What follows belongs to an exercise in optimizing a design on an open flow for small area, a short achievable clock period and few clock cycles per item; a production flow would make more cautious choices.
The RTL of this run was laid out without a check of its function.

==> flow/design.v <==
package aes_pkg;
    localparam int block_width = 128;
    localparam int word_width  = 32;
    localparam int byte_width  = 8;
    localparam int round_width = 4;
    localparam logic [round_width-1:0] num_rounds = 4'd10;
    localparam logic [byte_width-1:0] rcon_init = 8'h01;
    typedef union packed {
        logic [0:block_width/byte_width-1][byte_width-1:0] bytes;
        logic [0:block_width/word_width-1][word_width-1:0] words;
    } aes_state_t;
    function automatic logic [byte_width-1:0] xtime(input logic [byte_width-1:0] b);
        xtime = {b[byte_width-2:0], 1'b0} ^ (8'h1b & {byte_width{b[byte_width-1]}});
    endfunction
endpackage
module aes_sbox (
    input  logic [7:0] a,
    output logic [7:0] y
);
    logic U0, U1, U2, U3, U4, U5, U6, U7;
    logic T1, T2, T3, T4, T5, T6, T7, T8, T9, T10, T11, T12;
    logic T13, T14, T15, T16, T17, T18, T19, T20, T21, T22, T23, T24;
    logic T25, T26, T27, M1, M2, M3, M4, M5, M6, M7, M8, M9;
    logic M10, M11, M12, M13, M14, M15, M16, M17, M18, M19, M20, M21;
    logic M22, M23, M37, M38, M39, M40, M41, M42, M43, M44, M45, M46;
    logic M47, M48, M49, M50, M51, M52, M53, M54, M55, M56, M57, M58;
    logic M59, M60, M61, M62, M63, L0, L1, L2, L3, L4, L5, L6;
    logic L7, L8, L9, L10, L11, L12, L13, L14, L15, L16, L17, L18;
    logic L19, L20, L21, L22, L23, L24, L25, L26, L27, L28, L29;
    logic S0, S1, S2, S3, S4, S5, S6, S7;
    localparam logic [15:0] inv_tt_37 = 16'hf650;
    localparam logic [15:0] inv_tt_38 = 16'hc9f0;
    localparam logic [15:0] inv_tt_39 = 16'h8eca;
    localparam logic [15:0] inv_tt_40 = 16'hea26;
    localparam logic [15:0] inv_tt_41 = 16'h23d6;
    localparam logic [15:0] inv_tt_42 = 16'h789a;
    localparam logic [15:0] inv_tt_43 = 16'h3fa0;
    localparam logic [15:0] inv_tt_44 = 16'h64ec;
    localparam logic [15:0] inv_tt_45 = 16'h5b4c;
    localparam logic [31:0] prod_tt_46 = 32'h2820a8a0;
    localparam logic [31:0] prod_tt_47 = 32'ha8880828;
    localparam logic [31:0] prod_tt_48 = 32'h80a8a088;
    localparam logic [31:0] prod_tt_49 = 32'h0aaa8800;
    localparam logic [31:0] prod_tt_50 = 32'ha082aa00;
    localparam logic [31:0] prod_tt_51 = 32'haa282200;
    localparam logic [31:0] prod_tt_52 = 32'h2a808288;
    localparam logic [31:0] prod_tt_53 = 32'h228a20a0;
    localparam logic [31:0] prod_tt_54 = 32'h080aa228;
    localparam logic [31:0] prod_tt_55 = 32'h2820a8a0;
    localparam logic [31:0] prod_tt_56 = 32'ha8880828;
    localparam logic [31:0] prod_tt_57 = 32'h80a8a088;
    localparam logic [31:0] prod_tt_58 = 32'h0aaa8800;
    localparam logic [31:0] prod_tt_59 = 32'ha082aa00;
    localparam logic [31:0] prod_tt_60 = 32'haa282200;
    localparam logic [31:0] prod_tt_61 = 32'h2a808288;
    localparam logic [31:0] prod_tt_62 = 32'h228a20a0;
    localparam logic [31:0] prod_tt_63 = 32'h080aa228;
    assign {U0, U1, U2, U3, U4, U5, U6, U7} = a;
    assign T1 = U0 ^ U3;
    assign T2 = U0 ^ U5;
    assign T3 = U0 ^ U6;
    assign T4 = U3 ^ U5;
    assign T5 = U4 ^ U6;
    assign T6 = T1 ^ T5;
    assign T7 = U1 ^ U2;
    assign T8 = U7 ^ T6;
    assign T9 = U7 ^ T7;
    assign T10 = T6 ^ T7;
    assign T11 = U1 ^ U5;
    assign T12 = U2 ^ U5;
    assign T13 = T3 ^ T4;
    assign T14 = T6 ^ T11;
    assign T15 = T5 ^ T11;
    assign T16 = T5 ^ T12;
    assign T17 = T9 ^ T16;
    assign T18 = U3 ^ U7;
    assign T19 = T7 ^ T18;
    assign T20 = T1 ^ T19;
    assign T21 = U6 ^ U7;
    assign T22 = T7 ^ T21;
    assign T23 = T2 ^ T22;
    assign T24 = T2 ^ T10;
    assign T25 = T20 ^ T17;
    assign T26 = T3 ^ T16;
    assign T27 = T1 ^ T12;
    assign M1 = T13 & T6;
    assign M2 = T23 & T8;
    assign M3 = T14 ^ M1;
    assign M4 = T19 & U7;
    assign M5 = M4 ^ M1;
    assign M6 = T3 & T16;
    assign M7 = T22 & T9;
    assign M8 = T26 ^ M6;
    assign M9 = T20 & T17;
    assign M10 = M9 ^ M6;
    assign M11 = T1 & T15;
    assign M12 = T4 & T27;
    assign M13 = M12 ^ M11;
    assign M14 = T2 & T10;
    assign M15 = M14 ^ M11;
    assign M16 = M3 ^ M2;
    assign M17 = M5 ^ T24;
    assign M18 = M8 ^ M7;
    assign M19 = M10 ^ M15;
    assign M20 = M16 ^ M13;
    assign M21 = M17 ^ M15;
    assign M22 = M18 ^ M13;
    assign M23 = M19 ^ T25;
    assign M37 = inv_tt_37[{M20, M21, M22, M23}];
    assign M38 = inv_tt_38[{M20, M21, M22, M23}];
    assign M39 = inv_tt_39[{M20, M21, M22, M23}];
    assign M40 = inv_tt_40[{M20, M21, M22, M23}];
    assign M41 = inv_tt_41[{M20, M21, M22, M23}];
    assign M42 = inv_tt_42[{M20, M21, M22, M23}];
    assign M43 = inv_tt_43[{M20, M21, M22, M23}];
    assign M44 = inv_tt_44[{M20, M21, M22, M23}];
    assign M45 = inv_tt_45[{M20, M21, M22, M23}];
    assign M46 = prod_tt_46[{M20, M21, M22, M23, T6}];
    assign M47 = prod_tt_47[{M20, M21, M22, M23, T8}];
    assign M48 = prod_tt_48[{M20, M21, M22, M23, U7}];
    assign M49 = prod_tt_49[{M20, M21, M22, M23, T16}];
    assign M50 = prod_tt_50[{M20, M21, M22, M23, T9}];
    assign M51 = prod_tt_51[{M20, M21, M22, M23, T17}];
    assign M52 = prod_tt_52[{M20, M21, M22, M23, T15}];
    assign M53 = prod_tt_53[{M20, M21, M22, M23, T27}];
    assign M54 = prod_tt_54[{M20, M21, M22, M23, T10}];
    assign M55 = prod_tt_55[{M20, M21, M22, M23, T13}];
    assign M56 = prod_tt_56[{M20, M21, M22, M23, T23}];
    assign M57 = prod_tt_57[{M20, M21, M22, M23, T19}];
    assign M58 = prod_tt_58[{M20, M21, M22, M23, T3}];
    assign M59 = prod_tt_59[{M20, M21, M22, M23, T22}];
    assign M60 = prod_tt_60[{M20, M21, M22, M23, T20}];
    assign M61 = prod_tt_61[{M20, M21, M22, M23, T1}];
    assign M62 = prod_tt_62[{M20, M21, M22, M23, T4}];
    assign M63 = prod_tt_63[{M20, M21, M22, M23, T2}];
    assign L0 = M61 ^ M62;
    assign L1 = M50 ^ M56;
    assign L2 = M46 ^ M48;
    assign L3 = M47 ^ M55;
    assign L4 = M54 ^ M58;
    assign L5 = M49 ^ M61;
    assign L6 = M62 ^ L5;
    assign L7 = M46 ^ L3;
    assign L8 = M51 ^ M59;
    assign L9 = M52 ^ M53;
    assign L10 = M53 ^ L4;
    assign L11 = M60 ^ L2;
    assign L12 = M48 ^ M51;
    assign L13 = M50 ^ L0;
    assign L14 = M52 ^ M61;
    assign L15 = M55 ^ L1;
    assign L16 = M56 ^ L0;
    assign L17 = M57 ^ L1;
    assign L18 = M58 ^ L8;
    assign L19 = M63 ^ L4;
    assign L20 = L0 ^ L1;
    assign L21 = L1 ^ L7;
    assign L22 = L3 ^ L12;
    assign L23 = L18 ^ L2;
    assign L24 = L15 ^ L9;
    assign L25 = L6 ^ L10;
    assign L26 = L7 ^ L9;
    assign L27 = L8 ^ L10;
    assign L28 = L11 ^ L14;
    assign L29 = L11 ^ L17;
    assign S0 = L6 ^ L24;
    assign S1 = ~(L16 ^ L26);
    assign S2 = ~(L19 ^ L28);
    assign S3 = L6 ^ L21;
    assign S4 = L20 ^ L22;
    assign S5 = L25 ^ L29;
    assign S6 = ~(L13 ^ L27);
    assign S7 = ~(L6 ^ L23);
    assign y = {S0, S1, S2, S3, S4, S5, S6, S7};
endmodule
`timescale 1ns/100ps
module aes_ctrl (
    input  logic clk,
    input  logic rst,
    input  logic start,
    input  logic last_round,
    output logic running,
    output logic valid
);
    always_ff @(posedge clk or posedge rst) begin
        if (rst) begin
            running <= 1'b0;
            valid   <= 1'b0;
        end else begin
            valid <= running && last_round;
            if (!running) begin
                running <= start;
            end else if (last_round) begin
                running <= 1'b0;
            end
        end
    end
endmodule
`timescale 1ns/100ps
module aes_round_counter (
    input  logic                           clk,
    input  logic                           rst,
    input  logic                           running,
    output logic                           last_round,
    output logic [aes_pkg::byte_width-1:0] rcon
);
    localparam logic [aes_pkg::byte_width-1:0] rcon_last = 8'h36;
    logic [aes_pkg::byte_width-1:0] rcon_q;
    always_ff @(posedge clk or posedge rst) begin
        if (rst) begin
            rcon_q <= '0;
        end else begin
            rcon_q <= aes_pkg::xtime(rcon);
        end
    end
    assign rcon       = running ? rcon_q : aes_pkg::rcon_init;
    assign last_round = (rcon_q == rcon_last);
endmodule
`timescale 1ns/100ps
module aes_key_schedule (
    input  logic                            clk,
    input  logic                            running,
    input  logic [aes_pkg::block_width-1:0] key,
    input  logic [aes_pkg::byte_width-1:0]  rcon,
    output aes_pkg::aes_state_t             round_key,
    output aes_pkg::aes_state_t             prev_key
);
    localparam int word_bytes = aes_pkg::word_width / aes_pkg::byte_width;
    aes_pkg::aes_state_t next_key;
    logic [aes_pkg::word_width-1:0] rot_word;
    logic [aes_pkg::word_width-1:0] sub_word;
    logic [aes_pkg::word_width-1:0] w0_rcon;
    assign prev_key = running ? round_key : key;
    assign rot_word = {prev_key.words[3][aes_pkg::word_width-aes_pkg::byte_width-1:0],
                       prev_key.words[3][aes_pkg::word_width-1 -: aes_pkg::byte_width]};
    for (genvar i = 0; i < word_bytes; i++) begin : g_sbox
        aes_sbox i_sbox (
            .a (rot_word[aes_pkg::byte_width*i +: aes_pkg::byte_width]),
            .y (sub_word[aes_pkg::byte_width*i +: aes_pkg::byte_width])
        );
    end
    assign w0_rcon = prev_key.words[0] ^ {rcon, {(aes_pkg::word_width-aes_pkg::byte_width){1'b0}}};
    logic [aes_pkg::word_width-1:0] w01, w012, w0123;
    assign w01   = w0_rcon ^ prev_key.words[1];
    assign w012  = w01 ^ prev_key.words[2];
    assign w0123 = w012 ^ prev_key.words[3];
    always_comb begin
        next_key.words[0] = w0_rcon ^ sub_word;
        next_key.words[1] = w01 ^ sub_word;
        next_key.words[2] = w012 ^ sub_word;
        next_key.words[3] = w0123 ^ sub_word;
    end
    always_ff @(posedge clk) begin
        round_key <= next_key;
    end
endmodule
`timescale 1ns/100ps
module aes_round (
    input  logic                            clk,
    input  logic                            rst,
    input  logic                            running,
    input  logic                            valid,
    input  logic [aes_pkg::block_width-1:0] plaintext,
    input  aes_pkg::aes_state_t             round_key,
    input  aes_pkg::aes_state_t             round_in_key,
    output logic [aes_pkg::block_width-1:0] ciphertext
);
    localparam int num_bytes = aes_pkg::block_width / aes_pkg::byte_width;
    localparam int num_cols  = aes_pkg::block_width / aes_pkg::word_width;
    aes_pkg::aes_state_t cur_state;
    aes_pkg::aes_state_t mix_state;
    aes_pkg::aes_state_t add_state;
    aes_pkg::aes_state_t sub_state;
    aes_pkg::aes_state_t shift_state;
    logic [aes_pkg::block_width-1:0] result;
    function automatic logic [aes_pkg::word_width-1:0] mix_column(
        input logic [aes_pkg::word_width-1:0] col
    );
        logic [aes_pkg::byte_width-1:0] a0, a1, a2, a3;
        logic [aes_pkg::byte_width-1:0] s0, s1, s2, s3;
        {a0, a1, a2, a3} = col;
        s0 = a0 ^ a1;
        s1 = a1 ^ a2;
        s2 = a2 ^ a3;
        s3 = a3 ^ a0;
        mix_column = {aes_pkg::xtime(s0) ^ (s2 ^ a1),
                      aes_pkg::xtime(s1) ^ (s3 ^ a2),
                      aes_pkg::xtime(s2) ^ (s0 ^ a3),
                      aes_pkg::xtime(s3) ^ (s1 ^ a0)};
    endfunction
    always_comb begin
        for (int c = 0; c < num_cols; c++) begin
            mix_state.words[c] = mix_column(cur_state.words[c]);
        end
    end
    assign add_state = (running ? mix_state : plaintext) ^ round_in_key;
    for (genvar i = 0; i < num_bytes; i++) begin : g_sbox
        aes_sbox i_sbox (
            .a (add_state.bytes[i]),
            .y (sub_state.bytes[i])
        );
    end
    always_comb begin
        for (int c = 0; c < num_cols; c++) begin
            for (int r = 0; r < num_cols; r++) begin
                shift_state.bytes[num_cols*c + r] =
                    sub_state.bytes[num_cols*((c + r) % num_cols) + r];
            end
        end
    end
    always_ff @(posedge clk) begin
        cur_state <= shift_state;
    end
    assign ciphertext = valid ? (cur_state ^ round_key) : result;
    always_ff @(posedge clk or posedge rst) begin
        if (rst) begin
            result <= '0;
        end else begin
            result <= ciphertext;
        end
    end
endmodule
`timescale 1ns/100ps
module aes_core (
    input  logic                            clk,
    input  logic                            rst,
    input  logic                            start,
    input  logic [aes_pkg::block_width-1:0] plaintext,
    input  logic [aes_pkg::block_width-1:0] key,
    output logic [aes_pkg::block_width-1:0] ciphertext,
    output logic                            valid
);
    logic                           running;
    logic                           last_round;
    logic [aes_pkg::byte_width-1:0] rcon;
    aes_pkg::aes_state_t            round_key;
    aes_pkg::aes_state_t            round_in_key;
    aes_ctrl i_aes_ctrl (
        .clk        (clk),
        .rst        (rst),
        .start      (start),
        .last_round (last_round),
        .running    (running),
        .valid      (valid)
    );
    aes_round_counter i_aes_round_counter (
        .clk        (clk),
        .rst        (rst),
        .running    (running),
        .last_round (last_round),
        .rcon       (rcon)
    );
    aes_key_schedule i_aes_key_schedule (
        .clk       (clk),
        .running   (running),
        .key       (key),
        .rcon      (rcon),
        .round_key (round_key),
        .prev_key  (round_in_key)
    );
    aes_round i_aes_round (
        .clk        (clk),
        .rst        (rst),
        .running    (running),
        .valid      (valid),
        .plaintext    (plaintext),
        .round_key    (round_key),
        .round_in_key (round_in_key),
        .ciphertext (ciphertext)
    );
endmodule
==> flow/flow/run.sh <==
#!/bin/bash
# Standard ORFS layout with these changes:
#  - synthesis maps the logic with its own ABC script
#    (flow/abc_area.script: delay-oriented mapping with some area
#    recovery), which suits this XOR-heavy design far better than
#    the stock scripts;
#  - synthesis skips the half/full-adder extraction, which would
#    freeze XOR/AND pairs of the S-boxes into slow adder cells;
#  - every port still gets its own buffer, but the smallest one.
# The registers and their names are those of the standard synthesis.
# make's output goes to make_finish.log; each ORFS step writes its
# own full log under orfs/logs/.
set -euo pipefail
WORK=$(pwd)
rm -rf "$WORK/scripts_mod"
cp -r "$FLOW_HOME/scripts" "$WORK/scripts_mod"
cp "$WORK/flow/abc_area.script" "$WORK/scripts_mod/abc_area.script"
bash "$WORK/standard.sh" SCRIPTS_DIR="$WORK/scripts_mod" ABC_AREA=1 ADDER_MAP_FILE= \
    BUFFER_PORTS_ARGS="-buffer_cell sky130_fd_sc_hd__buf_1" \
    finish > "$WORK/make_finish.log" 2>&1
==> flow/flow/abc_area.script <==
strash
dc2
&get -n
&dch
&nf -p -R 50
&put
topo
stime -c
buffer -c
upsize -c
dnsize -c
==> flow/standard.sh <==
#!/bin/bash
# synth_recipe.tcl (not shown) runs the flow's synth.tcl, then flattens the netlist and writes it again
# the make line also repeats each setting of config.mk as NAME=value (left out here)
make -C /OpenROAD-flow-scripts/flow DESIGN_CONFIG=/design/flow/config.mk WORK_HOME=/design/flow/orfs CLKGATE_MAP_FILE= SYNTH_SCRIPT=/design/flow/synth_recipe.tcl "${@:-finish}"
==> flow/config.mk <==
export PLATFORM = sky130hd
export DESIGN_NAME = aes_core
export DESIGN_NICKNAME = aes_core
export VERILOG_FILES = /design/flow/design.v
export SDC_FILE = /design/flow/constraint.sdc
export NUM_CORES = 8
export LEC_CHECK = 0
export ABC_AREA = 1
export CAP_MARGIN = 20
export CORE_MARGIN = 2
export CORE_UTILIZATION = 45
export SETUP_SLACK_MARGIN = 1.4
export SLEW_MARGIN = 20
==> flow/constraint.sdc <==
create_clock -name core_clock -period 7.0 [get_ports {clk}]
set_input_delay 1.4000 -clock core_clock [delete_from_list [all_inputs] [get_ports {clk}]]
set_output_delay 1.4000 -clock core_clock [all_outputs]
set_load 0.01 [all_outputs]
==> run notes <==
## cell usage after synthesis, types with 66 or more instances
library cell | count | share of area [%]
a21oi_1 | 323 | 4.0
clkbuf_1 | 66 | 0.61
dfrtp_1 | 138 | 8.5
dfxtp_1 | 256 | 13
mux2i_1 | 93 | 2.3
nand2_1 | 338 | 3.1
nand2b_1 | 69 | 1.1
nor2_1 | 584 | 5.4
nor2b_1 | 92 | 1.4
xnor2_1 | 1407 | 30
xnor2_2 | 142 | 5.7
xor2_1 | 579 | 12
xor2_2 | 71 | 2.8
## worst max path at each step
stage                                            end  slack (ps)  cells after the start
floorplan            i_aes_key_schedule.round_key[8]        1500                     20
global placement    i_aes_key_schedule.round_key[13]         390                     22
detailed placement  i_aes_key_schedule.round_key[13]         320                     22
CTS                 i_aes_key_schedule.round_key[13]        1280                     23
global route        i_aes_key_schedule.round_key[18]        1240                     24
finish                     i_aes_round.cur_state[38]        1500                     20
## stage by stage
stage	std cells	hold WS [ps]	cell area [sq um]	util (%)
3_3_place_gp	6122	463	43400	48.4
4_1_cts	6232	473	45800	51.1
2_1_floorplan	4602	413	40600	-
6_report	6328	471	48100	53.6
5_1_grt	6328	502	48100	53.6
3_5_place_dp	6122	464	43400	48.4
## area by class of cell
| type | instances | share of cell area [%] |
|---|---|---|
| multi-input cells | 4061 | 68.9 |
| flip-flops and latches | 394 | 17.9 |
| repair buffers | 574 | 6.17 |
| clock buffers | 68 | 3.08 |
| well taps | 1176 | 3.06 |
| clock inverters | 25 | 0.692 |
| inverters | 29 | 0.237 |
| diodes | 1 | 0.00520 |
## worst max-delay path, delay by kind of cell (launching register included)
family	cells	cell delay [ps]
and+or+nand+nor	4	830
buffers and inverters	1	180
DFF	1	560
AOI/OAI and AO/OA	2	290
xor gates and xnor gates	13	3520
## metal layers
metal  GRT usage (%)  up-vias
li1                -    15600
met1            40.3    15500
met2            47.6     1127
met3            4.14      248
met4            12.7        6
met5               0        -
## kinds of logic (layout without fill, tap and decap cells)
family / Yosys count / after routing
XOR/XNOR: 2215 / 2217
buffers and inverters: 149 / 696
AO/OA/AOI/OAI: 483 / 483
flip-flops: 394 / 394
other: 0 / 1
AND/OR/NAND/NOR: 1220 / 1220
multiplexers: 141 / 141
## sequential cells by signal (all words and copies together), names as in the netlist
signal / flops
i_aes_key_schedule.round_key: 128
i_aes_round.cur_state: 128
i_aes_round_counter.rcon_q: 8
i_aes_round.result: 128
i_aes_ctrl.running: 1
i_aes_ctrl.valid: 1
## repair_timing
action,4_1_cts,5_1_grt
cloned,0,2
pin swaps,9,47
buffers inserted,17,93
setup endpoints to repair,161,168
resized for setup,62,226
==> flow_summary_export.csv <==
group,metric,value,unit
outcome,status,"finished clean",
finish,drive_above_1_share,16.9,%
detailed_routing,wl_per_cell,22.6,um
worst_setup_path,slowest_stage,"dfxtp_1",
logic_synthesis,synth_fa_ha_area_share,0,%
worst_hold_path,holdPathStages,1,
detailed_routing,final_antenna_net_count,0,
worst_setup_path,worstSetupEndpointType,"flop",
sta,period_minus_slack,5500,ps
sta,finalSetupTns,0,ps
cts,cts_tree,"yes",
worst_setup_path,path_cells,"xor2_1 > xnor2_1 > xnor2_1 > a21oi_1 > xnor2_2 > xor2_2 > xnor2_2 > xor2_1 > nor2_1 > xor2_1 > xnor2_2 > buf_4 > or2_2 > nand2_1 > o21ai_0 > or2_2 > xnor2_1 > xor2_1 > xor2_1 > xnor2_1",
worst_setup_path,critPathArrivalTime,6050,ps
worst_setup_path,crit_start,"i_aes_round.cur_state[91]",
worst_setup_path,crit_fanout,7,
grt,grt_max_degree,75,
worst_setup_path,worst_r2r_path_depth,20,
logic_synthesis,synthCells,4602,
place,numPortBuffers,387,
detailed_routing,highest_layer,"met5",
cts,numCtsBuffers,50,
detailed_routing,route.met3.wl,9660,um
worst_setup_path,cp_common_cell,"xor2_1",
cts,clock_tree.buffer_depth,3,
logic_synthesis,synth_seq_area_share,21.1,%
logic_synthesis,synth-edff-count,0,
place,dpl_worst_slack,318,ps
floorplanning,dieArea,92700,sq um
floorplanning,core,89700,sq um
run,cap_violations,0,
detailed_routing,finalWirelength,143000,um
finish,layout.cells.most_common_list,"xnor2_1 (1287), nor2_1 (578), xor2_1 (509), buf_1 (387), nand2_1 (338)",
logic_synthesis,muxShareOfSynthArea,4.35,%
floorplanning,initial_core_util,45.3,%
floorplanning,die_h,304,um
sta,finalMaxSlewViolations,0,
sta,fmax,182,MHz
floorplanning,pin_count,388,
grt,grt_pass1_vias,31500,
floorplanning,num_rows,110,
detailed_routing,drc,0,
worst_hold_path,min_path_type,"flop to flop",
worst_setup_path,cp.required,7550,ps
cts,clock_sinks,394,
logic_synthesis,synth_warnings,4,
logic_synthesis,synth_xor_area_share,52.4,%
grt,grt_usage,29.8,%
grt,antenna_found_initial,7,
worst_hold_path,hold_path_end,"i_aes_round_counter.rcon_q[1]",
place,gp_congestion,0.993,
sta,fin_skew,17.8,ps
detailed_routing,drtIter0Drc,2997,
place,dp_hpwl,120000,um
sta,finalCritPeriodShare,78.6,%
detailed_routing,wl_met2,64200,um
worst_setup_path,max_stage_delay,560,ps
worst_setup_path,timing.rr.end,"i_aes_round.cur_state[38]",
floorplanning,die_x,304,um
sta,setup_slack,1500,ps
logic_synthesis,synth-main-ff-cell,"dfxtp_1",
cts,clkLatencyLatePin,640,ps
cts,path_clk_slew,60,ps
finish,seqCellArea,8610,sq um
sta,tightest_slew,989,ps
logic_synthesis,netlist_area,40600,sq um
detailed_routing,dr.pass1.iters,5,
worst_setup_path,path_class,"flop to flop",
logic_synthesis,synth_compound_area_share,6.65,%
worst_setup_path,rrSetupSlack,1500,ps
finish,fillers,8370,
finish,final_common_cell,"xnor2_1",
logic_synthesis,async_flop_share,35.0,%
logic_synthesis,yosys.area_share.simple,13.2,%
logic_synthesis,synth_cell_types,83,
finish,multi_input_area,33100,sq um
sta,hold_viol_final,0,
worst_hold_path,min_from,"i_aes_round_counter.rcon_q[0]",
cts,clock-root-buffer,"clkbuf_16",
grt,grt-ovfl-total,0,
logic_synthesis,syn_nets,4861,
finish,area_delta_synth_final,18.4,%
logic_synthesis,syn_area_per_cell,8.83,sq um
detailed_routing,met1Wirelength,62400,um
sta,relSlewSlack,33.4,%
worst_setup_path,cp-start-kind,"flop",
grt,grt_pass1_wl,205000,um
cts,postCtsHoldBufs,0,
logic_synthesis,ys_ff_latch,394,
worst_setup_path,r2r-start,"i_aes_round.cur_state[91]",
detailed_routing,num_vias,32400,
sta,finalSetupViolCount,0,
logic_synthesis,synth_top_family_by_area,"XOR/XNOR gates",
cts,htreeDepth,2,
finish,nNetsFinal,5369,
sta,rsz0062_at_grt,"yes",
detailed_routing,viasPerCell,5.12,

what the ideal ports hide:
In the flow no input, the clock included, has a driving cell. The finished layout below was timed again as built, in two steps. Step 1 assumes that a clkbuf_16 drives the clock port and a buf_2 every other input. Step 2 adds t to the input delays and takes it off the output delays; t is the mean of the earliest and latest rising clock arrival at the registers after step 1. Input paths then give back, and output paths get back, about the clock's delay inside the block. Slacks: no drivers / after step 1 / after step 2; pairs: no drivers / after step 1.
t, ns: 0.702
slack for setup (ns): 1.499 / 1.499 / 0.979
latest minus earliest clock arrival (ns): 0.020 / 0.020
After both steps this run still meets setup and hold. For this run, drivers alone change the setup slack by 0.000 ns; drivers and shift together by -0.520 ns.
